From an optimization exercise on the open Yosys and OpenROAD flow, aimed at small area, a short achievable clock period and few clock cycles; shortcuts taken in it are not production practice. Function was checked by simulation only, so behaviour that the tests miss may differ from the original. No activity file was given, so power comes from the tool's default toggle rates.

File: design/flow/design.v
`default_nettype none
package pwlc_pkg;
    localparam int unsigned KIND_W   = 2;
    localparam int unsigned STATUS_W = 3;
    localparam logic [KIND_W-1:0] KIND_CONVERT = 2'd0;
    localparam logic [KIND_W-1:0] KIND_RESERVE = 2'd1;
    localparam logic [KIND_W-1:0] KIND_SET     = 2'd2;
    localparam logic [KIND_W-1:0] KIND_UNUSED  = 2'd3;
    localparam logic [STATUS_W-1:0] ST_OK         = 3'd0;
    localparam logic [STATUS_W-1:0] ST_BAD_COUNT  = 3'd1;
    localparam logic [STATUS_W-1:0] ST_POOL_FULL  = 3'd2;
    localparam logic [STATUS_W-1:0] ST_OVERWRITE  = 3'd3;
    localparam logic [STATUS_W-1:0] ST_EQUAL_X    = 3'd4;
    localparam logic [STATUS_W-1:0] ST_BAD_CHAN   = 3'd5;
    localparam int unsigned SUM_W = 12;
    localparam int unsigned DIVN_W = 65;
    localparam int unsigned DIVD_W = 33;
endpackage
`default_nettype wire
`default_nettype none
module piecewise_linear_calibrator #(
    parameter int unsigned CHANNELS   = 16,
    parameter int unsigned SEGMENTS   = 64,
    parameter int unsigned POOL_LIMIT = 64
) (
    input  wire                 clk,
    input  wire                 rst_n,
    input  wire                 start,
    output logic                busy,
    input  wire  [1:0]          kind,
    input  wire  [3:0]          channel,
    input  wire  [7:0]          point_count,
    input  wire  [5:0]          segment_number,
    input  wire  signed [31:0]  x_first,
    input  wire  signed [31:0]  y_first,
    input  wire  signed [31:0]  x_second,
    input  wire  signed [31:0]  y_second,
    input  wire  signed [31:0]  sample,
    output logic                done,
    output logic signed [31:0]  value,
    output logic [2:0]          status
);
    localparam int NE = 63;      
    localparam int NG = 3;       
    localparam int NS = 16;      
    localparam logic [1:0] C_SEG  = 2'd0;    
    localparam logic [1:0] C_PASS = 2'd1;    
    localparam logic [1:0] C_SET  = 2'd2;    
    localparam logic [1:0] C_ZERO = 2'd3;    
    localparam logic [1:0] G_IDLE = 2'd0;
    localparam logic [1:0] G_DIV  = 2'd2;
    localparam logic [1:0] G_WR   = 2'd3;    
    logic [5:0]          cnt_q  [16];
    logic [5:0]          base_q [16];
    logic [5:0]          nf_q;
    logic [NE-1:0]       valid_q;
    logic [31:0]         bpr_q [8][8];   
    logic                b_v, b_al;      
    logic [5:0]          b_idx;
    logic signed [31:0]  b_bp;
    logic [31:0]         rsl_q [8][8];
    logic [31:0]         rof_q [8][8];
    logic [2:0]          rot_q;
    logic                v0;
    logic [1:0]          k0;
    logic [3:0]          ch0;
    logic [7:0]          pts0;
    logic [5:0]          seg0;
    logic signed [31:0]  y1_0, x2_0, y2_0, smp0;    
    logic [NE-1:0]       hit0;           
    logic [5:0]          n0, b0, l0;     
    logic                fc_v;           
    logic [5:0]          fc_idx;         
    logic                fc_hit;
    logic                v1;
    logic [1:0]          cls1;
    logic [2:0]          st1;
    logic [NE-1:0]       mp1;            
    logic                conf1, byp1;
    logic [32:0]         mb1;
    logic [31:0]         ax1;
    logic                set2;
    logic [2:0]          st2;
    logic signed [32:0]  ma2, mb2;
    logic signed [31:0]  of2;
    logic                v2;
    logic                v3;
    logic                set3;
    logic [2:0]          st3;
    logic [63:0]         rs3, rc3;
    logic [1:0]          g_st   [NG];
    logic [4:0]          g_cnt  [NG];
    logic [5:0]          g_idx  [NG];
    logic signed [31:0]  g_y1   [NG];
    logic [31:0]         g_d    [NG];
    logic [33:0]         g_d3   [NG];
    logic [31:0]         g_rs   [NG];
    logic [31:0]         g_qs   [NG];
    logic [31:0]         g_ro   [NG];
    logic [31:0]         g_qo   [NG];
    logic                g_ss   [NG];
    logic                g_so   [NG];
    logic                g_os   [NG];
    logic                g_oo   [NG];
    logic [NG-1:0]       g_old  [NG];     
    logic                p_v, p_new, p_tv;
    logic [5:0]          p_idx;
    logic signed [31:0]  p_y1;
    logic [31:0]         p_d, p_ady, p_ro, p_qo;
    logic [33:0]         p_d3;
    logic                p_ss, p_so, p_os;
    logic [5:0]          n_a, b_a, last_a, idx_a;
    logic [NE-1:0]       hit_a, mp_a;
    logic [2:0]          st_a;
    logic [1:0]          cls_a;
    logic                fire_a, res_a;
    logic signed [32:0]  dx_a, dy_a;
    logic [31:0]         adx_a, ady_a, ax1_a;
    logic [8:0]          pool_a;
    assign n_a    = n0;
    assign b_a    = b0;
    assign last_a = l0;
    assign idx_a  = b_a + seg0;
    assign dx_a   = 33'(x2_0) - 33'(smp0);
    assign dy_a   = 33'(y2_0) - 33'(y1_0);
    assign adx_a  = (x2_0 < smp0) ? 32'(33'(smp0) - 33'(x2_0)) : 32'(dx_a);
    assign ady_a  = (y2_0 < y1_0) ? 32'(33'(y1_0) - 33'(y2_0)) : 32'(dy_a);
    assign ax1_a  = smp0[31] ? 32'(-smp0) : 32'(smp0);
    assign pool_a = {1'b0, pts0} + {3'd0, nf_q};
    always_comb
    begin
        for (int i = 0; i < NE; i++)
        begin
            hit_a[i] = (fc_v && fc_idx == 6'(i)) ? fc_hit : hit0[i];
            mp_a[i]  = (hit_a[i] && (6'(i) >= b_a)) || (6'(i) == last_a);
        end
    end
    logic [NE-1:0]       sel_a;
    always_comb
    begin
        logic [NE-1:0] p;
        p = mp_a;
        for (int d = 1; d < NE; d = d * 2)
            p = p | (p << d);
        sel_a = mp_a & ~(p << 1);
    end
    always_comb
    begin
        st_a   = 3'd0;
        cls_a  = C_ZERO;
        fire_a = 1'b0;
        res_a  = 1'b0;
        unique case (k0)
            2'd0:
                cls_a = (n_a == 6'd0) ? C_PASS : C_SEG;
            2'd1:
                if (pts0 < 8'd2)
                    st_a = 3'd1;
                else if (n_a == 6'd0)
                begin
                    if (pool_a > 9'd64)
                        st_a = 3'd2;
                    else
                        res_a = 1'b1;
                end
                else if ({2'd0, n_a} != pts0 - 8'd1)
                    st_a = 3'd3;
            2'd2:
                if (seg0 >= n_a)
                    st_a = 3'd3;
                else if (smp0 == x2_0)
                    st_a = 3'd4;
                else
                begin
                    fire_a = 1'b1;
                    cls_a  = C_SET;
                end
            default: ;
        endcase
    end
    logic [NE-1:0]       hit_in;
    logic                le0_in;
    assign le0_in = (sample <= 32'sd0);
    always_comb
    begin
        logic [63:0] hp;
        logic        hb, h;
        for (int r = 0; r < 8; r++)
            for (int q = 0; q < 8; q++)
                hp[8 * r + q] = (sample <= $signed(bpr_q[r][q]));
        hb = (sample <= b_bp);
        for (int i = 0; i < NE; i++)
        begin
            h = hp[8 * (i % 8) + 3'((i / 8) + 2 * (i % 8) + rot_q)];
            if (b_v && b_idx == 6'(i))
                h = hb;
            hit_in[i] = valid_q[i] ? h : le0_in;
        end
    end
    logic                w_v;
    logic [5:0]          w_idx;
    logic [31:0]         w_sl, w_of;
    logic                w_out, w_free, wn_v, w_al;
    logic [5:0]          wn_idx;
    logic [NG-1:0]       g_free, g_elig, g_tr;
    logic                b_out, bn_v, p_pa, p_ho;
    logic [5:0]          bn_idx;
    logic [1:0]          gnew;
    logic                nofree;
    always_comb
    begin
        gnew = '0;
        for (int e = NG - 1; e >= 0; e--)
            if (g_st[e] == G_IDLE)
                gnew = 2'(e);
        w_out  = w_v && w_al;
        w_free = !w_v || w_al;
        for (int e = 0; e < NG; e++)
        begin
            g_free[e] = (g_st[e] == G_IDLE);
            g_elig[e] = (g_st[e] == G_WR) && w_free;
            for (int f = 0; f < NG; f++)
                if (f != e && g_old[f][e] && g_st[f] != G_IDLE && g_idx[f] == g_idx[e])
                    g_elig[e] = 1'b0;
        end
        g_tr = '0;
        for (int e = NG - 1; e >= 0; e--)
            if (g_elig[e])
                g_tr = NG'(1) << e;
        nofree = ~|g_free;
        b_out  = b_v && b_al;
        p_pa   = v3 && set3;
        p_ho   = p_v && (p_pa || p_tv) && !nofree;
        wn_v   = |g_tr || (w_v && !w_out);
        wn_idx = w_idx;
        for (int e = 0; e < NG; e++)
            if (g_tr[e])
                wn_idx = g_idx[e];
    end
    logic [NE-1:0]       g_blw [NG];
    logic [NE-1:0]       p_blw;
    logic [NG-1:0]       g_pnx;
    always_comb
    begin
        for (int e = 0; e < NG; e++)
        begin
            g_pnx[e] = (g_st[e] != G_IDLE) && !g_tr[e];
            for (int i = 0; i < NE; i++)
                g_blw[e][i] = (6'(i) < g_idx[e]);
        end
    end
    logic [NE-1:0]       mpx;
    logic [NG-1:0]       mt_g;
    logic                mt_w, conf_x, byp_x;
    logic [NE-1:0]       w_blc;
    always_comb
    begin
        mpx = stall_b ? mp1 : mp_a;
        for (int i = 0; i < NE; i++)
        begin
            w_blc[i] = (6'(i) < w_idx);
            p_blw[i] = (6'(i) < p_idx);
        end
        for (int e = 0; e < NG; e++)
            mt_g[e] = mpx[g_idx[e]] && !(|(mpx & g_blw[e]));
        mt_w   = mpx[w_idx] && !(|(mpx & w_blc));
        conf_x = |(mt_g & g_pnx) || (p_v && mpx[p_idx] && !(|(mpx & p_blw)));
        byp_x  = (|g_tr) ? |(mt_g & g_tr) : (w_v && !w_out && mt_w);
    end
    logic [63:0]         selp_b;
    logic                stall_b, wait_0, adv0;
    logic [31:0]         rsl_b, rof_b;
    logic signed [32:0]  ma_b;
    always_comb
    begin
        logic [63:0]   sv;
        sv    = {1'b0, mp1 & valid_q};
        for (int r = 0; r < 8; r++)
            for (int q = 0; q < 8; q++)
                selp_b[8 * r + q] = sv[8 * 3'(q - 2 * r - rot_q) + r];
        rsl_b = '0;
        rof_b = '0;
        for (int r = 0; r < 8; r++)
            for (int q = 0; q < 8; q++)
                if (selp_b[8 * r + q])
                begin
                    rsl_b = rsl_b | rsl_q[r][q];
                    rof_b = rof_b | rof_q[r][q];
                end
        if (byp1)
        begin
            rsl_b = w_sl;
            rof_b = w_of;
        end
        unique case (cls1)
            C_SEG:   ma_b = 33'($signed(rsl_b));
            C_PASS:  ma_b = 33'sh1_0000;
            C_SET:   ma_b = {1'b0, ax1};
            default: ma_b = '0;
        endcase
    end
    assign stall_b = v1 && (cls1 == C_SEG) && conf1;
    assign wait_0  = (k0 == 2'd2) && (p_v || (b_v && !b_out));
    assign adv0    = v0 && !stall_b && !wait_0;
    logic                busy_n, conf_n, bal_n;
    always_comb
    begin
        logic       v0n, v1n, stn;
        logic [1:0] k0n, c1n;
        v0n    = busy ? v0 : start;
        bal_n  = 1'b0;
        k0n    = busy ? k0 : kind;
        v1n    = stall_b ? v1 : adv0;
        c1n    = stall_b ? cls1 : cls_a;
        conf_n = conf_x;
        stn    = v1n && (c1n == C_SEG) && conf_n;
        bn_v   = (adv0 && fire_a) || (b_v && !b_out);
        bn_idx = (adv0 && fire_a) ? idx_a : b_idx;
        bal_n  = (3'(bn_idx[5:3] + {bn_idx[1:0], 1'b0} + rot_q) == 3'd6);
        busy_n = v0n && (stn || ((k0n == 2'd2) && ((adv0 && fire_a) || (p_v && !p_ho)
                                                     || (bn_v && !bal_n))));
    end
    logic [63:0] row_c [19];
    always_comb
    begin
        logic [34:0] m, p;
        logic        bm1, b0, b1, one, two, neg;
        logic [63:0] negs, k;
        negs = '0;
        k    = '0;
        for (int i = 0; i < 17; i++)
        begin
            bm1 = (i == 0) ? 1'b0 : mb2[(i == 0) ? 0 : 2*i-1];
            b0  = mb2[2*i];
            b1  = mb2[(i == 16) ? 32 : 2*i+1];
            one = b0 ^ bm1;
            two = (b1 & ~b0 & ~bm1) | (~b1 & b0 & bm1);
            neg = b1;
            m   = one ? 35'(ma2) : (two ? 35'(ma2) << 1 : 35'd0);
            p   = m ^ {35{neg}};
            row_c[i] = 64'({~p[34], p[33:0]}) << (2 * i);
            negs[2*i] = neg;
            k = k - (64'd1 << (34 + 2 * i));
        end
        k = k - (64'd1 << 47);
        row_c[17] = k | negs;
        row_c[18] = 64'({~of2[31], of2[30:0]}) << 16;
    end
    function automatic logic [127:0] csa(input logic [63:0] a, input logic [63:0] b,
                                         input logic [63:0] c);
        logic [63:0] s, cy;
        s   = a ^ b ^ c;
        cy  = ((a & b) | (a & c) | (b & c)) << 1;
        csa = {s, cy};
    endfunction
    logic [63:0] l1 [13];
    logic [63:0] l2 [9];
    logic [63:0] l3 [6];
    logic [63:0] l4 [4];
    logic [63:0] l5 [3];
    logic [63:0] l6 [2];
    always_comb
    begin
        for (int j = 0; j < 6; j++)
            {l1[2*j], l1[2*j+1]} = csa(row_c[3*j], row_c[3*j+1], row_c[3*j+2]);
        l1[12] = row_c[18];
        for (int j = 0; j < 4; j++)
            {l2[2*j], l2[2*j+1]} = csa(l1[3*j], l1[3*j+1], l1[3*j+2]);
        l2[8] = l1[12];
        for (int j = 0; j < 3; j++)
            {l3[2*j], l3[2*j+1]} = csa(l2[3*j], l2[3*j+1], l2[3*j+2]);
        for (int j = 0; j < 2; j++)
            {l4[2*j], l4[2*j+1]} = csa(l3[3*j], l3[3*j+1], l3[3*j+2]);
        {l5[0], l5[1]} = csa(l4[0], l4[1], l4[2]);
        l5[2] = l4[3];
        {l6[0], l6[1]} = csa(l5[0], l5[1], l5[2]);
    end
    logic [63:0]         sum_d;
    logic signed [31:0]  sat_d;
    assign sum_d = rs3 + rc3;
    logic                v4, set4;
    logic [2:0]          st4;
    logic [47:0]         s4;
    always_comb
    begin
        if (&s4[47:31] || ~|s4[47:31])
            sat_d = s4[31:0];
        else
            sat_d = s4[47] ? 32'sh8000_0000 : 32'sh7FFF_FFFF;
    end
    logic [31:0]         rs_n [NG];
    logic [31:0]         qs_n [NG];
    logic [31:0]         ro_n [NG];
    logic [31:0]         qo_n [NG];
    function automatic logic [63:0] r4step(input logic [31:0] r, input logic [31:0] q,
                                           input logic [31:0] d, input logic [33:0] d3);
        logic [33:0] rt;
        logic [34:0] t1, t2, t3;
        rt = {r, q[31:30]};
        t1 = {1'b0, rt} - {3'b0, d};
        t2 = {1'b0, rt} - {2'b0, d, 1'b0};
        t3 = {1'b0, rt} - {1'b0, d3};
        if (!t3[34])
            r4step = {t3[31:0], q[29:0], 2'd3};
        else if (!t2[34])
            r4step = {t2[31:0], q[29:0], 2'd2};
        else if (!t1[34])
            r4step = {t1[31:0], q[29:0], 2'd1};
        else
            r4step = {rt[31:0], q[29:0], 2'd0};
    endfunction
    always_comb
    begin
        for (int e = 0; e < NG; e++)
        begin
            {rs_n[e], qs_n[e]} = r4step(g_rs[e], g_qs[e], g_d[e], g_d3[e]);
            {ro_n[e], qo_n[e]} = r4step(g_ro[e], g_qo[e], g_d[e], g_d3[e]);
        end
    end
    logic                sh_oo;
    logic [NG-1:0]       g_d0;           
    always_comb
    begin
        logic [31:0] d2, r2;
        d2 = '0; r2 = '0;
        for (int e = 0; e < NG; e++)
            if (g_d0[e])
            begin
                d2 = d2 | g_d[e];
                r2 = r2 | g_ro[e];
            end
        sh_oo = (r2 >= d2);
    end
    logic [NG-1:0]       g_f1, g_f2;     
    logic signed [31:0]  slope_f, off_f;
    logic [34:0]         t0_f, t1_f;
    logic                e_f;
    always_comb
    begin
        logic [31:0]        qs, qo, ro;
        logic signed [31:0] y1;
        logic               ss, so, os;
        logic [34:0]        a;
        qs = '0; qo = '0; ro = '0; y1 = '0;
        ss = 1'b0; so = 1'b0; os = 1'b0;
        for (int k = 0; k < NG; k++)
            if (g_f1[k])
            begin
                qs = qs | g_qs[k];
                qo = qo | g_qo[k];
                ro = ro | g_ro[k];
                y1 = y1 | g_y1[k];
                ss = ss | g_ss[k];
                so = so | g_so[k];
                os = os | g_os[k];
            end
        if (os)
            slope_f = ss ? 32'sh8000_0000 : 32'sh7FFF_FFFF;
        else if (ss)
            slope_f = (qs > 32'h8000_0000) ? 32'sh8000_0000 : -$signed(qs);
        else
            slope_f = qs[31] ? 32'sh7FFF_FFFF : $signed(qs);
        e_f  = |ro;
        a    = so ? {3'd0, qo} : ~{3'd0, qo};
        t0_f = 35'(y1) + a;
        t1_f = 35'(y1) + a + 35'd1;
    end
    always_comb
    begin
        logic [34:0] t0, t1, r;
        logic        e, so, oo;
        t0 = '0; t1 = '0; e = 1'b0; so = 1'b0; oo = 1'b0;
        for (int k = 0; k < NG; k++)
            if (g_f2[k])
            begin
                t0 = t0 | {g_rs[k][2:0], g_qo[k]};
                t1 = t1 | {g_rs[k][6:4], g_ro[k]};
                e  = e  | g_rs[k][3];
                so = so | g_so[k];
                oo = oo | g_oo[k];
            end
        if (so)
            r = (e && t0[34]) ? t1 : t0;
        else
            r = (e && !t1[34] && t1 != 35'd0) ? t0 : t1;
        if (oo)
            off_f = so ? 32'sh7FFF_FFFF : 32'sh8000_0000;
        else if (r[34:31] == 4'b0000 || r[34:31] == 4'b1111)
            off_f = r[31:0];
        else
            off_f = r[34] ? 32'sh8000_0000 : 32'sh7FFF_FFFF;
    end
    logic [31:0]         t_sl, t_of;
    always_comb
    begin
        t_sl = '0;
        t_of = '0;
        for (int k = 0; k < NG; k++)
            if (g_tr[k])
            begin
                t_sl = t_sl | g_qs[k];
                t_of = t_of | g_qo[k];
            end
    end
    always_ff @(posedge clk or negedge rst_n)
    begin
        if (!rst_n)
        begin
            busy    <= 1'b0;
            v0      <= 1'b0;
            v1      <= 1'b0;
            v2      <= 1'b0;
            v3      <= 1'b0;
            v4      <= 1'b0;
            done    <= 1'b0;
            nf_q    <= '0;
            valid_q <= '0;
            rot_q   <= '0;
            for (int c = 0; c < 16; c++)
                cnt_q[c] <= '0;
            for (int e = 0; e < NG; e++)
                g_st[e] <= G_IDLE;
            w_v     <= 1'b0;
            p_v     <= 1'b0;
            p_tv    <= 1'b0;
            b_v     <= 1'b0;
        end
        else
        begin
            rot_q <= rot_q + 3'd1;
            busy  <= busy_n;
            if (!busy)
                v0 <= start;
            if (!stall_b)
                v1 <= adv0;
            v2   <= v1 && !stall_b;
            v3   <= v2;
            v4   <= v3;
            done <= v4;
            if (adv0 && res_a)
            begin
                cnt_q[ch0] <= 6'(pts0 - 8'd1);
                nf_q       <= nf_q + 6'(pts0 - 8'd1);
            end
            if (adv0 && fire_a)
                valid_q[idx_a] <= 1'b1;
            w_v <= wn_v;
            b_v <= bn_v;
            if (adv0 && fire_a)
            begin
                p_v  <= 1'b1;
                p_tv <= 1'b0;
            end
            else if (p_ho)
            begin
                p_v  <= 1'b0;
                p_tv <= 1'b0;
            end
            else if (p_pa)
                p_tv <= 1'b1;
            for (int e = 0; e < NG; e++)
                unique case (g_st[e])
                    G_IDLE:
                        if (p_ho && gnew == 2'(e))
                            g_st[e] <= G_DIV;
                    G_DIV:
                        if (g_cnt[e] == 5'(NS + 1))
                            g_st[e] <= G_WR;
                    G_WR:
                        if (g_tr[e])
                            g_st[e] <= G_IDLE;
                endcase
        end
    end
    always_ff @(posedge clk)
    begin
        if (!busy)
        begin
            k0   <= kind;
            ch0  <= channel;
            pts0 <= point_count;
            seg0 <= segment_number;
            y1_0 <= y_first;
            x2_0 <= x_second;
            y2_0 <= y_second;
            smp0 <= (kind == 2'd2) ? x_first : sample;
            if (adv0 && res_a && channel == ch0)
            begin
                n0 <= 6'(pts0 - 8'd1);
                b0 <= nf_q;
                l0 <= 6'(nf_q + pts0 - 8'd2);
            end
            else
            begin
                n0 <= cnt_q[channel];
                b0 <= base_q[channel];
                l0 <= base_q[channel] + cnt_q[channel] - 6'd1;
            end
            hit0 <= hit_in;
            fc_v <= adv0 && fire_a;
            fc_hit <= (sample <= x2_0);
        end
        if (adv0 && fire_a)
        begin
            fc_idx <= idx_a;
        end
        if (adv0 && res_a)
            base_q[ch0] <= nf_q;
        if (adv0 && fire_a)
        begin
            b_idx <= idx_a;
            b_bp  <= x2_0;
        end
        b_al <= bal_n;
        conf1 <= conf_n;
        if (!stall_b)
        begin
            cls1  <= cls_a;
            st1   <= st_a;
            mp1   <= sel_a;
            byp1  <= byp_x;
            mb1   <= (k0 == 2'd2) ? {1'b0, ady_a} : 33'(smp0);
            ax1   <= ax1_a;
        end
        else
            byp1  <= byp_x;
        set2 <= (cls1 == C_SET);
        st2  <= st1;
        ma2  <= ma_b;
        mb2  <= mb1;
        of2  <= (cls1 == C_SEG) ? rof_b : 32'd0;
        set3 <= set2;
        st3  <= st2;
        rs3  <= l6[0];
        rc3  <= l6[1];
        set4   <= set3;
        st4    <= st3;
        s4     <= sum_d[63:16];
        status <= st4;
        value  <= set4 ? 32'sd0 : sat_d;
        for (int r = 0; r < 8; r++)
        begin
            for (int q = 1; q < 8; q++)
            begin
                rsl_q[r][q] <= rsl_q[r][q-1];
                rof_q[r][q] <= rof_q[r][q-1];
            end
            for (int q = 1; q < 8; q++)
                bpr_q[r][q] <= bpr_q[r][q-1];
            if (b_out && b_idx[2:0] == 3'(r))
                bpr_q[r][0] <= b_bp;
            else
                bpr_q[r][0] <= bpr_q[r][7];
            if (w_out && w_idx[2:0] == 3'(r))
            begin
                rsl_q[r][0] <= w_sl;
                rof_q[r][0] <= w_of;
            end
            else
            begin
                rsl_q[r][0] <= rsl_q[r][7];
                rof_q[r][0] <= rof_q[r][7];
            end
        end
        p_new <= adv0 && fire_a;
        if (adv0 && fire_a)
        begin
            p_idx <= idx_a;
            p_y1  <= y1_0;
            p_d   <= adx_a;
            p_ady <= ady_a;
            p_ss  <= (y2_0 < y1_0) ^ (x2_0 < smp0);
            p_so  <= smp0[31] ^ (y2_0 < y1_0) ^ (x2_0 < smp0);
        end
        if (p_new)
        begin
            p_d3 <= {2'b0, p_d} + {1'b0, p_d, 1'b0};
            p_os <= ({16'd0, p_ady[31:16]} >= p_d);
        end
        if (p_pa)
        begin
            p_ro <= sum_d[63:32];
            p_qo <= sum_d[31:0];
        end
        for (int e = 0; e < NG; e++)
        begin
            g_d0[e] <= p_ho && (gnew == 2'(e));
            g_f1[e] <= (g_st[e] == G_DIV) && (g_cnt[e] == 5'(NS - 1));
            g_f2[e] <= (g_st[e] == G_DIV) && (g_cnt[e] == 5'(NS));
        end
        w_al <= (3'(wn_idx[5:3] + {wn_idx[1:0], 1'b0} + rot_q) == 3'd6);
        if (|g_tr)
        begin
            w_idx <= wn_idx;
            w_sl  <= t_sl;
            w_of  <= t_of;
        end
        for (int e = 0; e < NG; e++)
        begin
            unique case (g_st[e])
                G_IDLE:
                    if (p_ho && gnew == 2'(e))
                    begin
                        g_idx[e] <= p_idx;
                        g_y1[e]  <= p_y1;
                        g_d[e]   <= p_d;
                        g_d3[e]  <= p_d3;
                        g_os[e]  <= p_os;
                        g_rs[e]  <= {16'd0, p_ady[31:16]};
                        g_qs[e]  <= {p_ady[15:0], 16'd0};
                        g_ro[e]  <= p_tv ? p_ro : sum_d[63:32];
                        g_qo[e]  <= p_tv ? p_qo : sum_d[31:0];
                        g_ss[e]  <= p_ss;
                        g_so[e]  <= p_so;
                        g_cnt[e] <= '0;
                        for (int f = 0; f < NG; f++)
                        begin
                            g_old[f][e] <= (f != e) && (g_st[f] != G_IDLE);
                            g_old[e][f] <= 1'b0;
                        end
                    end
                G_DIV:
                begin
                    if (g_cnt[e] == 5'd0)
                        g_oo[e] <= sh_oo;
                    g_cnt[e] <= g_cnt[e] + 5'd1;
                    if (g_f1[e])
                    begin
                        g_qs[e] <= slope_f;
                        g_qo[e] <= t0_f[31:0];
                        g_ro[e] <= t1_f[31:0];
                        g_rs[e] <= {25'd0, t1_f[34:32], e_f, t0_f[34:32]};
                    end
                    else if (g_f2[e])
                        g_qo[e] <= off_f;
                    else
                    begin
                        g_rs[e] <= rs_n[e];
                        g_qs[e] <= qs_n[e];
                        g_ro[e] <= ro_n[e];
                        g_qo[e] <= qo_n[e];
                    end
                end
                default: ;
            endcase
        end
    end
endmodule
`default_nettype wire
File: design/flow/flow/run.sh
#!/bin/bash
# The standard layout (standard synthesis unchanged), with timing repair after clock tree
# synthesis and global routing aimed at a larger setup margin than config.mk may set.
set -uo pipefail
bash standard.sh synth > synth.log 2>&1 || exit 1
bash standard.sh SETUP_SLACK_MARGIN=6.0 finish > layout.log 2>&1 || exit 1
File: design/flow/config.mk
export PLATFORM = sky130hd
export DESIGN_NAME = piecewise_linear_calibrator
export DESIGN_NICKNAME = piecewise_linear_calibrator
export VERILOG_FILES = /design/flow/design.v
export SDC_FILE = /design/flow/constraint.sdc
export NUM_CORES = 8
export LEC_CHECK = 0
export CAP_MARGIN = 20
export CORE_MARGIN = 2
export CORE_UTILIZATION = 35
export PLACE_DENSITY = 0.45
export SLEW_MARGIN = 20
export SYNTH_MEMORY_MAX_BITS = 8192
File: design/flow/constraint.sdc
create_clock -name core_clock -period 11.0 [get_ports {clk}]
set_input_delay 2.2000 -clock core_clock [delete_from_list [all_inputs] [get_ports {clk}]]
set_output_delay 2.2000 -clock core_clock [all_outputs]
set_load 0.01 [all_outputs]
File: design/flow/standard.sh
#!/bin/bash
# synth_recipe.tcl (not shown) runs the flow's synth.tcl, then flattens the netlist and writes it again
# the make line also repeats each setting of config.mk as NAME=value (left out here)
make -C /OpenROAD-flow-scripts/flow DESIGN_CONFIG=/design/flow/config.mk WORK_HOME=/design/flow/orfs CLKGATE_MAP_FILE= SYNTH_SCRIPT=/design/flow/synth_recipe.tcl "${@:-finish}"
==> out/qor.txt, run 1 <==
Max_slew headroom -> -0.116
Vias in the first global route -> 314k
Via count -> 324k
Largest net degree at the start of global routing -> 118
Period utilisation layout -> 0.506
CP max FO -> 3
Area occupied by multi-input gates -> 0.194 mm^2
Clk_skew -> 145 ps
Final TNS setup -> 0 ps
Total gr overflow -> 0
Worst setup endpoint -> g_ro[0][31]
Cells after synthesis -> 38.0k
WS Path Type -> flop to flop
Placed cell count -> 51.7k
Sw Pwr -> 81.7 mW
Post-Route WL -> 1950 mm
Area Growth Syn to Fin -> 19.5%
CTS Hold Bufs -> 0
R2r endpoint -> g_ro[0][31]
CP endpoint kind -> flop
Post-synth EDFFs -> 1484
Sequential fraction of design power -> 0.242
Worst r2r src -> g_d3[0][1]
CP startpoint kind -> flop
Critical path arrival -> 6470 ps
Async SR Flop Fraction -> 0.0227
Worst VDD drop -> 2.71 mV
Hold Path Class -> flop to flop
Syn nets -> 42.0k
DRC Markers -> 0
Filler cells -> 106k
CP Launch Point -> g_d3[0][1]
Post-route ant nets -> 0
Total CTS buffers -> 889
Core ar. -> 1.10 mm^2
Pwr Density -> 380 mW/mm^2
Combinational share of power -> 0.575
Initial Util -> 0.351
CTS clk-pin slew, worst paths -> 60 ps
WL/cell -> 35.7 um
DR vias/cell -> 5.92
Initial antenna violation count -> 242
Max H-tree Level -> 6
Nets -> 42.9k
Clk network pwr share -> 0.183
Mapped cell area -> 0.385 mm^2
Yosys top cell area share -> 0.337
Distinct cell type count after synthesis -> 131
Drt initial violations -> 39.1k
Slew Limit Fails -> 11
Synth Flop Type -> dfxtp_1
Die Width -> 1.05 mm
Layout Cells excl Fill -> 54.7k
I/O Buffers -> 219
Final hold viol count -> 0
Setup slack, reg-to-reg -> 5430 ps
Dpl ws -> 3580 ps
CTS tree -> yes
First-pass GRT wire length -> 2580 mm
Register area -> 0.179 mm^2
Clock Path Buffers -> 5
Die area -> 1.11 mm^2
Post-route setup slack -> 5430 ps
Worst skew pair latency -> 1260 ps
Yosys warns -> 32
Status -> complete, but fails checks
Sw frac -> 0.467
Crit path required time -> 11910 ps
Post-synthesis register bit count -> 8158
Maximum clock rate -> 0.180 GHz
Io pins -> 220
Seq/Total Area, Yosys -> 0.465
CTS Sinks -> 8158
Worst Max-Slew Pin Slew -> 1660 ps
Core Rows -> 385
First-pass DRT Iterations -> 12
Synth area leader -> dfxtp_1
RSZ-0062 raised after global routing -> true
R2R cell count -> 16
Synth top area cells -> dfxtp_1 34%, edfxtp_1 12%, ha_1 11%, inv_1 3.4%, o21ai_0 2.8%
Pint -> 93.3 mW
Fin crit period -> 5570 ps
Endpoints failing setup -> 0
Die Span Y -> 1.05 mm
Root Driver -> clkbuf_16
Fail Reasons -> capacitance limit, slew limit
P_leak -> 200 nW
Max-cap viol count -> 2
Average size of a mapped cell -> 10.1 um^2
GRT Overall Usage -> 0.331
Dpl hpwl -> 1320 mm
Total power -> 175 mW
Layout cells sized above 1 -> 0.141
GPL Wtd Cong -> 0.972
[power by group through the flow]
| stage | clock network (mW) | registers (mW) | logic [mW] |
|---|---|---|---|
| 6_report | 32.1 | 42.4 | 101 |
| 3_3_place_gp | 0 | 43.1 | 87.4 |
| 2_1_floorplan | 0 | 39.8 | 50.6 |
| 3_5_place_dp | 0 | 43.0 | 88.1 |
| 4_1_cts | 32.3 | 42.2 | 96.0 |
| 5_1_grt | 33.5 | 42.5 | 108 |
[layer usage]
layer | routed length [um] | global-route usage | part of all wire | vias to the layer above
met5 | 575 | 0 | 0.00029 | -
met4 | 161000 | 0.225 | 0.082 | 82
met3 | 153000 | 0.0576 | 0.079 | 4487
met2 | 869000 | 0.523 | 0.44 | 16300
met1 | 770000 | 0.413 | 0.39 | 162000
li1 | - | - | - | 141000
[logic make-up after synthesis]
family,count (synthesis),synth area share
and+or+nand+nor,7459,0.0935
xor gates and xnor gates,859,0.0195
muxes,1336,0.0402
buffers and inverters,5446,0.0536
AOI/OAI and AO/OA,10800,0.190
DFF,8158,0.465
adders and majority gates,3964,0.138
[cells in the mapped netlist, types with 59 or more instances]
| cell | count |
|---|---|
| dfxtp_1 | 6489 |
| inv_1 | 3445 |
| ha_1 | 3248 |
| nand2_1 | 2197 |
| o21ai_0 | 2180 |
| a21oi_1 | 2066 |
| nor2_1 | 1766 |
| clkbuf_1 | 1630 |
| edfxtp_1 | 1484 |
| a22oi_1 | 1138 |
| a21o_1 | 1081 |
| nand4_1 | 843 |
| a221oi_1 | 795 |
| mux2_2 | 699 |
| a22o_1 | 602 |
| nand3_1 | 602 |
| fa_1 | 541 |
| xnor2_1 | 536 |
| mux2i_1 | 535 |
| nor3_1 | 465 |
| nor2b_1 | 430 |
| a211oi_1 | 410 |
| o21a_1 | 345 |
| a222oi_1 | 344 |
| nand2b_1 | 342 |
| xor2_1 | 323 |
| o211ai_1 | 301 |
| o22ai_1 | 296 |
| buf_1 | 279 |
| a31oi_1 | 196 |
| o21bai_1 | 194 |
| dfrtp_1 | 185 |
| nor4_1 | 177 |
| maj3_1 | 175 |
| or3_1 | 121 |
| o31ai_1 | 110 |
| and3_1 | 104 |
| mux4_2 | 99 |
| and2_1 | 94 |
| or2_2 | 86 |
| o221ai_1 | 59 |
[per-stage QoR]
stage	util	hold slack, ps	area, um^2
2_1_floorplan	-	310	386000
3_3_place_gp	0.372	312	409000
3_5_place_dp	0.372	314	409000
4_1_cts	0.411	247	451000
5_1_grt	0.419	248	460000
6_report	0.419	239	461000
[flip-flops by register name (all words and copies together) (netlist names), 34 cells and up]
name	count
bpr_q	2048
g_qo	96
mp1	63
g_d3	102
g_d	96
g_qs	96
hit0	63
p_d3	34
rof_q	2048
rc3	59
base_q	96
cnt_q	96
rsl_q	2048
g_y1	96
s4	48
g_ro	96
g_rs	96
valid_q	63
rs3	64
[timing repair]
action / 4_1_cts / 5_1_grt
cloned: 66 / 81
setup endpoints to repair: 911 / 661
resized for setup: 1211 / 913
buffers inserted: 426 / 315
pin swaps: 184 / 367
[cell type report]
cell class,count,area share
Tap cell,14500,0.0394
Antenna cell,474,0.00258
Clock inverter,417,0.0119
Clock buffer,1246,0.0561
Timing Repair inverter,2,0.0000435
Multi-Input combinational cell,24400,0.421
Timing Repair Buffer,2027,0.0513
Inverter,3455,0.0285
Sequential cell,8158,0.389
[cells in the final DEF, fill, tap and decap left out, drive strengths merged, types with 537 or more instances in the layout]
| cell | synthesis | final |
|---|---|---|
| clkbuf | 1632 | 1325 |
| edfxtp | 1484 | 1484 |
| a22oi | 1144 | 1144 |
| ha | 3248 | 3248 |
| a22o | 602 | 602 |
| nand4 | 843 | 843 |
| mux2 | 700 | 700 |
| o21ai | 2222 | 2222 |
| a21oi | 2070 | 2071 |
| nand3 | 605 | 605 |
| nand2 | 2198 | 2199 |
| inv | 3450 | 3465 |
| a21o | 1081 | 1081 |
| nor2 | 1769 | 1771 |
| buf | 359 | 1730 |
| dfxtp | 6489 | 6489 |
| fa | 541 | 541 |
| mux2i | 537 | 537 |
| a221oi | 797 | 797 |
[worst min-delay path by stage]
stage,cells after the start,slack [ps],to,start
floorplan,0,310,set3,set2
global placement,0,310,st4[1],st3[1]
detailed placement,0,310,status[0],st4[0]
CTS,0,250,rof_q[27][26],rof_q[26][26]
global route,0,250,rof_q[27][26],rof_q[26][26]
finish,0,240,rof_q[27][26],rof_q[26][26]
[worst max-delay path: stages (launching register included)]
cell and delay (ps):
edfxtp_1 640, inv_1 190, ha_1 320, nor2b_1 140, o31ai_1 470, a21oi_1 210
a21oi_1 400, o21ai_0 270, a21oi_1 470, nor4b_1 420, o41a_1 310, o21ai_0 180
a211oi_1 260, nor2_1 90, xnor2_1 590, o311a_1 240, a22oi_1 60
Testbench counts, summed over its fixed seeds: cycles 16,993.
==> run 2: changes to the inputs <==
--- a/design/flow/design.v
+++ b/design/flow/design.v
@@ -69,7 +69,5 @@
     logic signed [31:0]  y1_0, x2_0, y2_0, smp0;    
+    logic                eqx0, ltx0, lty0;           
     logic [NE-1:0]       hit0;           
     logic [5:0]          n0, b0, l0;     
-    logic                fc_v;           
-    logic [5:0]          fc_idx;         
-    logic                fc_hit;
     logic                v1;
@@ -78,8 +76,11 @@
     logic [NE-1:0]       mp1;            
-    logic                conf1, byp1;
+    logic [63:0]         mpp1;           
+    logic                conf1;
+    logic [3:0]          u1;
     logic [32:0]         mb1;
-    logic [31:0]         ax1;
     logic                set2;
     logic [2:0]          st2;
-    logic signed [32:0]  ma2, mb2;
+    logic [4:0]          dg2 [11];       
+    logic signed [32:0]  mb2;
+    logic signed [34:0]  mb3;            
     logic signed [31:0]  of2;
@@ -112,3 +113,3 @@
     logic [5:0]          n_a, b_a, last_a, idx_a;
-    logic [NE-1:0]       hit_a, mp_a;
+    logic [NE-1:0]       mp_a;
     logic [2:0]          st_a;
@@ -125,4 +126,4 @@
     assign dy_a   = 33'(y2_0) - 33'(y1_0);
-    assign adx_a  = (x2_0 < smp0) ? 32'(33'(smp0) - 33'(x2_0)) : 32'(dx_a);
-    assign ady_a  = (y2_0 < y1_0) ? 32'(33'(y1_0) - 33'(y2_0)) : 32'(dy_a);
+    assign adx_a  = ltx0 ? 32'(33'(smp0) - 33'(x2_0)) : 32'(dx_a);
+    assign ady_a  = lty0 ? 32'(33'(y1_0) - 33'(y2_0)) : 32'(dy_a);
     assign ax1_a  = smp0[31] ? 32'(-smp0) : 32'(smp0);
@@ -133,4 +134,3 @@
         begin
-            hit_a[i] = (fc_v && fc_idx == 6'(i)) ? fc_hit : hit0[i];
-            mp_a[i]  = (hit_a[i] && (6'(i) >= b_a)) || (6'(i) == last_a);
+            mp_a[i]  = (hit0[i] && (6'(i) >= b_a)) || (6'(i) == last_a);
         end
@@ -138,2 +138,3 @@
     logic [NE-1:0]       sel_a;
+    logic [63:0]         sp_a, sp_h;
     always_comb
@@ -148,2 +149,13 @@
     begin
+        logic [63:0] sv;
+        sv = {1'b0, sel_a & valid_q};
+        for (int r = 0; r < 8; r++)
+            for (int q = 0; q < 8; q++)
+            begin
+                sp_a[8 * r + q] = sv[8 * 3'(q - 2 * r - rot_q - 1) + r];
+                sp_h[8 * r + q] = mpp1[8 * r + 3'(q - 1)];
+            end
+    end
+    always_comb
+    begin
         st_a   = 3'd0;
@@ -170,3 +182,3 @@
                     st_a = 3'd3;
-                else if (smp0 == x2_0)
+                else if (eqx0)
                     st_a = 3'd4;
@@ -275,7 +287,3 @@
     begin
-        logic [63:0]   sv;
-        sv    = {1'b0, mp1 & valid_q};
-        for (int r = 0; r < 8; r++)
-            for (int q = 0; q < 8; q++)
-                selp_b[8 * r + q] = sv[8 * 3'(q - 2 * r - rot_q) + r];
+        selp_b = mpp1;
         rsl_b = '0;
@@ -289,13 +297,5 @@
                 end
-        if (byp1)
-        begin
-            rsl_b = w_sl;
-            rof_b = w_of;
-        end
-        unique case (cls1)
-            C_SEG:   ma_b = 33'($signed(rsl_b));
-            C_PASS:  ma_b = 33'sh1_0000;
-            C_SET:   ma_b = {1'b0, ax1};
-            default: ma_b = '0;
-        endcase
+        ma_b  = ({33{u1[0]}} & 33'($signed(rsl_b))) | ({33{u1[1]}} & 33'($signed(w_sl)))
+              | ({33{u1[2]}} & 33'sh1_0000) | ({33{u1[3]}} & {1'b0, mp1[31:0]});
+        rof_b = ({32{u1[0]}} & rof_b) | ({32{u1[1]}} & w_of);
     end
@@ -322,7 +322,18 @@
     end
-    logic [63:0] row_c [19];
+    function automatic logic [4:0] booth8(input logic [32:0] a, input int i);
+        logic bm1, b0, b1, b2;
+        bm1 = (i == 0) ? 1'b0 : a[(i == 0) ? 0 : 3*i-1];
+        b0  = a[3*i];
+        b1  = a[(3*i+1 > 32) ? 32 : 3*i+1];
+        b2  = a[(3*i+2 > 32) ? 32 : 3*i+2];
+        booth8 = {b2,
+                  (b0 == bm1) && (b1 == b0) && (b2 != b1),
+                  (b0 != bm1) && (b1 != b2),
+                  (b0 == bm1) && (b1 != b0),
+                  (b0 != bm1) && (b1 == b2)};
+    endfunction
+    logic [63:0] row_c [13];
     always_comb
     begin
-        logic [34:0] m, p;
-        logic        bm1, b0, b1, one, two, neg;
+        logic [35:0] m, p;
         logic [63:0] negs, k;
@@ -330,19 +341,14 @@
         k    = '0;
-        for (int i = 0; i < 17; i++)
+        for (int i = 0; i < 11; i++)
         begin
-            bm1 = (i == 0) ? 1'b0 : mb2[(i == 0) ? 0 : 2*i-1];
-            b0  = mb2[2*i];
-            b1  = mb2[(i == 16) ? 32 : 2*i+1];
-            one = b0 ^ bm1;
-            two = (b1 & ~b0 & ~bm1) | (~b1 & b0 & bm1);
-            neg = b1;
-            m   = one ? 35'(ma2) : (two ? 35'(ma2) << 1 : 35'd0);
-            p   = m ^ {35{neg}};
-            row_c[i] = 64'({~p[34], p[33:0]}) << (2 * i);
-            negs[2*i] = neg;
-            k = k - (64'd1 << (34 + 2 * i));
+            m = ({36{dg2[i][0]}} & 36'(mb2)) | ({36{dg2[i][1]}} & (36'(mb2) << 1))
+              | ({36{dg2[i][2]}} & 36'(mb3)) | ({36{dg2[i][3]}} & (36'(mb2) << 2));
+            p = m ^ {36{dg2[i][4]}};
+            row_c[i] = 64'({~p[35], p[34:0]}) << (3 * i);
+            negs[3*i] = dg2[i][4];
+            k = k - (64'd1 << (35 + 3 * i));
         end
         k = k - (64'd1 << 47);
-        row_c[17] = k | negs;
-        row_c[18] = 64'({~of2[31], of2[30:0]}) << 16;
+        row_c[11] = k | negs;
+        row_c[12] = 64'({~of2[31], of2[30:0]}) << 16;
     end
@@ -355,7 +361,6 @@
     endfunction
-    logic [63:0] l1 [13];
-    logic [63:0] l2 [9];
-    logic [63:0] l3 [6];
-    logic [63:0] l4 [4];
-    logic [63:0] l5 [3];
+    logic [63:0] l1 [9];
+    logic [63:0] l2 [6];
+    logic [63:0] l3 [4];
+    logic [63:0] l4 [3];
     logic [63:0] l6 [2];
@@ -363,15 +368,12 @@
     begin
-        for (int j = 0; j < 6; j++)
-            {l1[2*j], l1[2*j+1]} = csa(row_c[3*j], row_c[3*j+1], row_c[3*j+2]);
-        l1[12] = row_c[18];
         for (int j = 0; j < 4; j++)
-            {l2[2*j], l2[2*j+1]} = csa(l1[3*j], l1[3*j+1], l1[3*j+2]);
-        l2[8] = l1[12];
+            {l1[2*j], l1[2*j+1]} = csa(row_c[3*j], row_c[3*j+1], row_c[3*j+2]);
+        l1[8] = row_c[12];
         for (int j = 0; j < 3; j++)
-            {l3[2*j], l3[2*j+1]} = csa(l2[3*j], l2[3*j+1], l2[3*j+2]);
+            {l2[2*j], l2[2*j+1]} = csa(l1[3*j], l1[3*j+1], l1[3*j+2]);
         for (int j = 0; j < 2; j++)
-            {l4[2*j], l4[2*j+1]} = csa(l3[3*j], l3[3*j+1], l3[3*j+2]);
-        {l5[0], l5[1]} = csa(l4[0], l4[1], l4[2]);
-        l5[2] = l4[3];
-        {l6[0], l6[1]} = csa(l5[0], l5[1], l5[2]);
+            {l3[2*j], l3[2*j+1]} = csa(l2[3*j], l2[3*j+1], l2[3*j+2]);
+        {l4[0], l4[1]} = csa(l3[0], l3[1], l3[2]);
+        l4[2] = l3[3];
+        {l6[0], l6[1]} = csa(l4[0], l4[1], l4[2]);
     end
@@ -435,12 +437,21 @@
     logic signed [31:0]  slope_f, off_f;
-    logic [34:0]         t0_f, t1_f;
     logic                e_f;
+    logic [34:0]         t0_g [NG];
+    logic [34:0]         t1_g [NG];
+    always_comb
+    begin
+        logic [34:0] a;
+        for (int k = 0; k < NG; k++)
+        begin
+            a       = g_so[k] ? {3'd0, g_qo[k]} : ~{3'd0, g_qo[k]};
+            t0_g[k] = 35'(g_y1[k]) + a;
+            t1_g[k] = 35'(g_y1[k]) + a + 35'd1;
+        end
+    end
     always_comb
     begin
-        logic [31:0]        qs, qo, ro;
-        logic signed [31:0] y1;
-        logic               ss, so, os;
-        logic [34:0]        a;
-        qs = '0; qo = '0; ro = '0; y1 = '0;
-        ss = 1'b0; so = 1'b0; os = 1'b0;
+        logic [31:0]        qs, ro;
+        logic               ss, os;
+        qs = '0; ro = '0;
+        ss = 1'b0; os = 1'b0;
         for (int k = 0; k < NG; k++)
@@ -449,7 +460,4 @@
                 qs = qs | g_qs[k];
-                qo = qo | g_qo[k];
                 ro = ro | g_ro[k];
-                y1 = y1 | g_y1[k];
                 ss = ss | g_ss[k];
-                so = so | g_so[k];
                 os = os | g_os[k];
@@ -462,6 +470,3 @@
             slope_f = qs[31] ? 32'sh7FFF_FFFF : $signed(qs);
-        e_f  = |ro;
-        a    = so ? {3'd0, qo} : ~{3'd0, qo};
-        t0_f = 35'(y1) + a;
-        t1_f = 35'(y1) + a + 35'd1;
+        e_f = |ro;
     end
@@ -470,4 +475,4 @@
         logic [34:0] t0, t1, r;
-        logic        e, so, oo;
-        t0 = '0; t1 = '0; e = 1'b0; so = 1'b0; oo = 1'b0;
+        logic        e, z1, so, oo;    
+        t0 = '0; t1 = '0; e = 1'b0; z1 = 1'b0; so = 1'b0; oo = 1'b0;
         for (int k = 0; k < NG; k++)
@@ -478,2 +483,3 @@
                 e  = e  | g_rs[k][3];
+                z1 = z1 | g_rs[k][7];
                 so = so | g_so[k];
@@ -484,3 +490,3 @@
         else
-            r = (e && !t1[34] && t1 != 35'd0) ? t0 : t1;
+            r = (e && !t1[34] && z1) ? t0 : t1;
         if (oo)
@@ -586,2 +592,5 @@
             smp0 <= (kind == 2'd2) ? x_first : sample;
+            eqx0 <= (x_second == x_first);
+            ltx0 <= (x_second < x_first);
+            lty0 <= (y_second < y_first);
             if (adv0 && res_a && channel == ch0)
@@ -598,9 +607,4 @@
             end
-            hit0 <= hit_in;
-            fc_v <= adv0 && fire_a;
-            fc_hit <= (sample <= x2_0);
-        end
-        if (adv0 && fire_a)
-        begin
-            fc_idx <= idx_a;
+            for (int i = 0; i < NE; i++)
+                hit0[i] <= (adv0 && fire_a && idx_a == 6'(i)) ? (sample <= x2_0) : hit_in[i];
         end
@@ -619,14 +623,19 @@
             st1   <= st_a;
-            mp1   <= sel_a;
-            byp1  <= byp_x;
+            mp1   <= (k0 == 2'd2) ? {31'd0, ax1_a} : (sel_a & valid_q);
+            mpp1  <= sp_a;
+            u1    <= {cls_a == C_SET, cls_a == C_PASS, cls_a == C_SEG && byp_x, cls_a == C_SEG && !byp_x};
             mb1   <= (k0 == 2'd2) ? {1'b0, ady_a} : 33'(smp0);
-            ax1   <= ax1_a;
         end
         else
-            byp1  <= byp_x;
+        begin
+            u1    <= {2'b00, byp_x, !byp_x};
+            mpp1  <= sp_h;
+        end
         set2 <= (cls1 == C_SET);
         st2  <= st1;
-        ma2  <= ma_b;
+        for (int i = 0; i < 11; i++)
+            dg2[i] <= booth8(ma_b, i);
         mb2  <= mb1;
-        of2  <= (cls1 == C_SEG) ? rof_b : 32'd0;
+        mb3  <= 35'($signed(mb1)) + (35'($signed(mb1)) <<< 1);
+        of2  <= rof_b;
         set3 <= set2;
@@ -671,4 +680,4 @@
             p_ady <= ady_a;
-            p_ss  <= (y2_0 < y1_0) ^ (x2_0 < smp0);
-            p_so  <= smp0[31] ^ (y2_0 < y1_0) ^ (x2_0 < smp0);
+            p_ss  <= lty0 ^ ltx0;
+            p_so  <= smp0[31] ^ lty0 ^ ltx0;
         end
@@ -729,5 +738,6 @@
                         g_qs[e] <= slope_f;
-                        g_qo[e] <= t0_f[31:0];
-                        g_ro[e] <= t1_f[31:0];
-                        g_rs[e] <= {25'd0, t1_f[34:32], e_f, t0_f[34:32]};
+                        g_qo[e] <= t0_g[e][31:0];
+                        g_ro[e] <= t1_g[e][31:0];
+                        g_rs[e] <= {24'd0, t1_g[e] != 35'd0, t1_g[e][34:32], e_f,
+                                    t0_g[e][34:32]};
                     end
==> design/flow/flow/run.sh (replaced) <==
#!/bin/bash
# The standard layout (standard synthesis unchanged), with: timing repair after clock tree
# synthesis and global routing aimed at a larger setup margin than config.mk may set, without
# gate cloning; clock tree synthesis without dummy loads; and one more slew and capacitance
# repair at the end of global routing (flow/post_grt.tcl). Each step's full output goes to its
# own log file here.
set -uo pipefail
here=$(pwd)
bash standard.sh synth > synth.log 2>&1 || exit 1
bash standard.sh SETUP_SLACK_MARGIN=6.5 SKIP_GATE_CLONING=1 \
  CTS_ARGS="-sink_clustering_enable -repair_clock_nets -dont_use_dummy_load" \
  POST_GLOBAL_ROUTE_TCL="$here/flow/post_grt.tcl" finish > layout.log 2>&1 || exit 1
==> design/flow/flow/post_grt.tcl (new file) <==
# Runs at the end of global routing (ORFS's POST_GLOBAL_ROUTE hook), after its last timing
# repair: repair slew and capacitance once more with some headroom, since that timing repair can
# leave a net slightly over its limit once routed, then route the changed nets again and rewrite
# the route guides for detailed routing.
estimate_parasitics -global_routing
repair_design -slew_margin 30 -cap_margin 30 -verbose
global_route -start_incremental
detailed_placement
global_route -end_incremental
estimate_parasitics -global_routing
write_guides $::env(RESULTS_DIR)/route.guide
--- a/design/flow/config.mk
+++ b/design/flow/config.mk
@@ -10,3 +10,3 @@
 export CORE_UTILIZATION = 35
-export PLACE_DENSITY = 0.45
+export PLACE_DENSITY = 0.6
 export SLEW_MARGIN = 20
==> out/qor.txt, run 2 <==
Core ar. -> 1.09 mm^2
Dpl hpwl -> 1210 mm
Post-CTS Resized -> 2088
Async SR Flop Fraction -> 0.0224
Endpoints failing setup -> 0
GRT Overall Usage -> 0.305
Layout cells sized above 1 -> 0.152
Filler cells -> 104k
Clk_skew -> 194 ps
CTS Hold Bufs -> 0
Synth top area cells -> dfxtp_1 34%, edfxtp_1 11%, ha_1 11%, a221oi_1 3.3%, inv_1 3.2%
Final hold viol count -> 0
Die Width -> 1.05 mm
P_leak -> 198 nW
Clock Path Buffers -> 5
First-pass GRT wire length -> 2420 mm
WS Path Type -> flop to flop
DRC Markers -> 0
Io pins -> 220
Core Rows -> 384
Initial Util -> 0.351
Cells after synthesis -> 36.8k
CTS clk-pin slew, worst paths -> 60 ps
Average size of a mapped cell -> 10.4 um^2
Worst skew pair latency -> 1260 ps
First-pass DRT Iterations -> 13
Slew Limit Fails -> 0
CP startpoint kind -> flop
I/O Buffers -> 219
Total gr overflow -> 0
Setup bufs post-CTS -> 829
DR vias/cell -> 6.19
Final TNS setup -> 0 ps
Nets -> 42.0k
Worst Max-Slew Pin Slew -> 1220 ps
Distinct cell type count after synthesis -> 114
Period utilisation layout -> 0.488
Post-synthesis register bit count -> 8248
Die Span Y -> 1.05 mm
CP endpoint kind -> flop
Post-route ant nets -> 2
Pwr Density -> 276 mW/mm^2
Largest net degree at the start of global routing -> 147
Sequence of cells on the critical path -> buf_12, buf_6, xnor2_1, ha_2, nor2b_4, o31ai_4, a211o_4, a21boi_4, nor3_2, or4_4, a2111oi_4, buf_4, nand4_1, nor4_4, nand3_2, xnor2_4, a22o_1, a31o_2
Seq/Total Area, Yosys -> 0.470
Status -> complete, but fails checks
Max_slew headroom -> 0.182
CTS tree -> yes
Via count -> 326k
Worst Hold Slack -> 220 ps
CTS Sinks -> 8248
Leading cell type in the layout, fill and taps excluded -> dfxtp_1
CP max stage delay -> 570 ps
Root Driver -> clkbuf_16
Yosys warns -> 38
Vias in the first global route -> 311k
Yosys top cell area share -> 0.345
Fin crit period -> 5370 ps
Crit path required time -> 11910 ps
Synth area leader -> dfxtp_1
Synth top cells by count -> 6610 x dfxtp_1, 3391 x ha_1, 3309 x inv_1
Slowest stage cell, crit path -> or4_4
Total CTS buffers -> 850
Post-Route WL -> 1780 mm
Maximum clock rate -> 0.186 GHz
Total power -> 125 mW
CP max FO -> 9
Fail Reasons -> antenna rules
Die area -> 1.11 mm^2
Count leader, synth -> dfxtp_1
Hold Path Class -> flop to flop
Syn nets -> 40.8k
Synth Flop Type -> dfxtp_1
Mapped cell area -> 0.384 mm^2
WL/cell -> 33.9 um
GPL Wtd Cong -> 1.04
Worst VDD drop -> 0.359 mV
Critical path arrival -> 6280 ps
Drt initial violations -> 46.5k
Max H-tree Level -> 6
Largest registers -> bpr_q x2048, rof_q x2048, rsl_q x2048
Post-synth EDFFs -> 1453
Area Growth Syn to Fin -> 17.8%
Max-cap viol count -> 0
Most frequent cells in the layout -> 6483 x dfxtp_1, 3251 x inv_1, 3243 x ha_1, 1785 x nand2_1, 1642 x a21oi_1
Initial antenna violation count -> 180
-- run 2: report_power, final --
| group | internal (mW) | switching (mW) | total (mW) |
|---|---|---|---|
| sequential | 36.3 | 5.41 | 41.7 |
| clock | 13.4 | 11.5 | 25.0 |
| combinational | 21.1 | 37.0 | 58.2 |
| total | 70.8 | 54.0 | 125 |
-- run 2: final cells by class --
type / instances / area [um^2] / share of cell area
Sequential cell: 8248 / 181000 / 0.400
Clock buffer: 850 / 21300 / 0.0470
Timing Repair Buffer: 2151 / 22400 / 0.0496
Antenna cell: 141 / 353 / 0.000780
Multi-Input combinational cell: 23500 / 197000 / 0.435
Inverter: 3323 / 12600 / 0.0279
Tap cell: 14500 / 18100 / 0.0400
-- run 2: through the flow --
step	setup slack (ps)	utilization	cell area, um^2	cells
2_1_floorplan	5110	-	384000	36800
3_3_place_gp	2980	0.370	405000	50500
3_5_place_dp	3520	0.370	405000	50500
4_1_cts	5800	0.407	445000	52200
6_report	5630	0.414	452000	52700
-- run 2: worst paths after layout --
kind,from,to,slack [ps],cells after the start
max in group asynchronous,rst_n,rot_q[0],8570,2
max,g_so[1],g_rs[1][4],5630,18
max reg2reg,g_so[1],g_rs[1][4],5630,18
min reg2reg,rsl_q[54][26],rsl_q[55][26],220,0
min in group asynchronous,rst_n,cnt_q[4][1],1010,1
min,rsl_q[54][26],rsl_q[55][26],220,0
-- run 2: cell families after synthesis --
family                     Yosys count  synth area share
AOI/OAI and AO/OA                10400             0.194
xor gates and xnor gates          1389            0.0317
adders and majority gates         3740             0.129
buffers and inverters             5112            0.0503
DFF                               8248             0.470
muxes                             1200            0.0391
and+or+nand+nor                   6766            0.0867
-- run 2: metal layers --
metal	vias up	global-route usage	routed length, um
met5	-	0.000427	657
li1	137000	-	-
met2	22400	0.442	725000
met4	92	0.193	142000
met3	5375	0.0882	215000
met1	161000	0.399	701000
-- run 2: worst max-delay path, delay by kind of cell (launching register included) --
family | cells | cell delay, ps
DFF | 1 | 410
and+or+nand+nor | 6 | 1670
AOI/OAI and AO/OA | 6 | 1670
xor gates and xnor gates | 2 | 390
buffers and inverters | 3 | 540
adders and majority gates | 1 | 380
Testbench counts of run 2, summed over its fixed seeds: cycles 16,993.

==> static timing again, ports no longer ideal <==
No port has a modelled driver above. Below, the same layouts with a new extraction and two added sets of constraints. Step 1, drivers: a clkbuf_16 drives clk and a buf_2 each remaining input, both assumed. Step 2 moves the port delays by t, midway between the first and last clock arrival at a register: inputs arrive t later, outputs are due t later. That takes back most of the time a late clock gives input paths. Three values: no drivers, after step 1, after step 2; two values: the first two.
| run | shift t [ns] | slack for setup (ns) | worst setup path after step 2 | latest minus earliest clock arrival (ns) | pins driven straight from the clock port |
|---|---|---|---|---|---|
| run 1 | 1.362 | 5.434 / 5.434 / 4.559 | input to register | 0.167 / 0.167 | 1 |
| run 2 | 1.341 | 5.632 / 5.632 / 4.540 | input to register | 0.208 / 0.208 | 1 |
For run 2, which loses most, drivers alone change the setup slack by 0.000 ns; drivers and shift together by -1.092 ns.
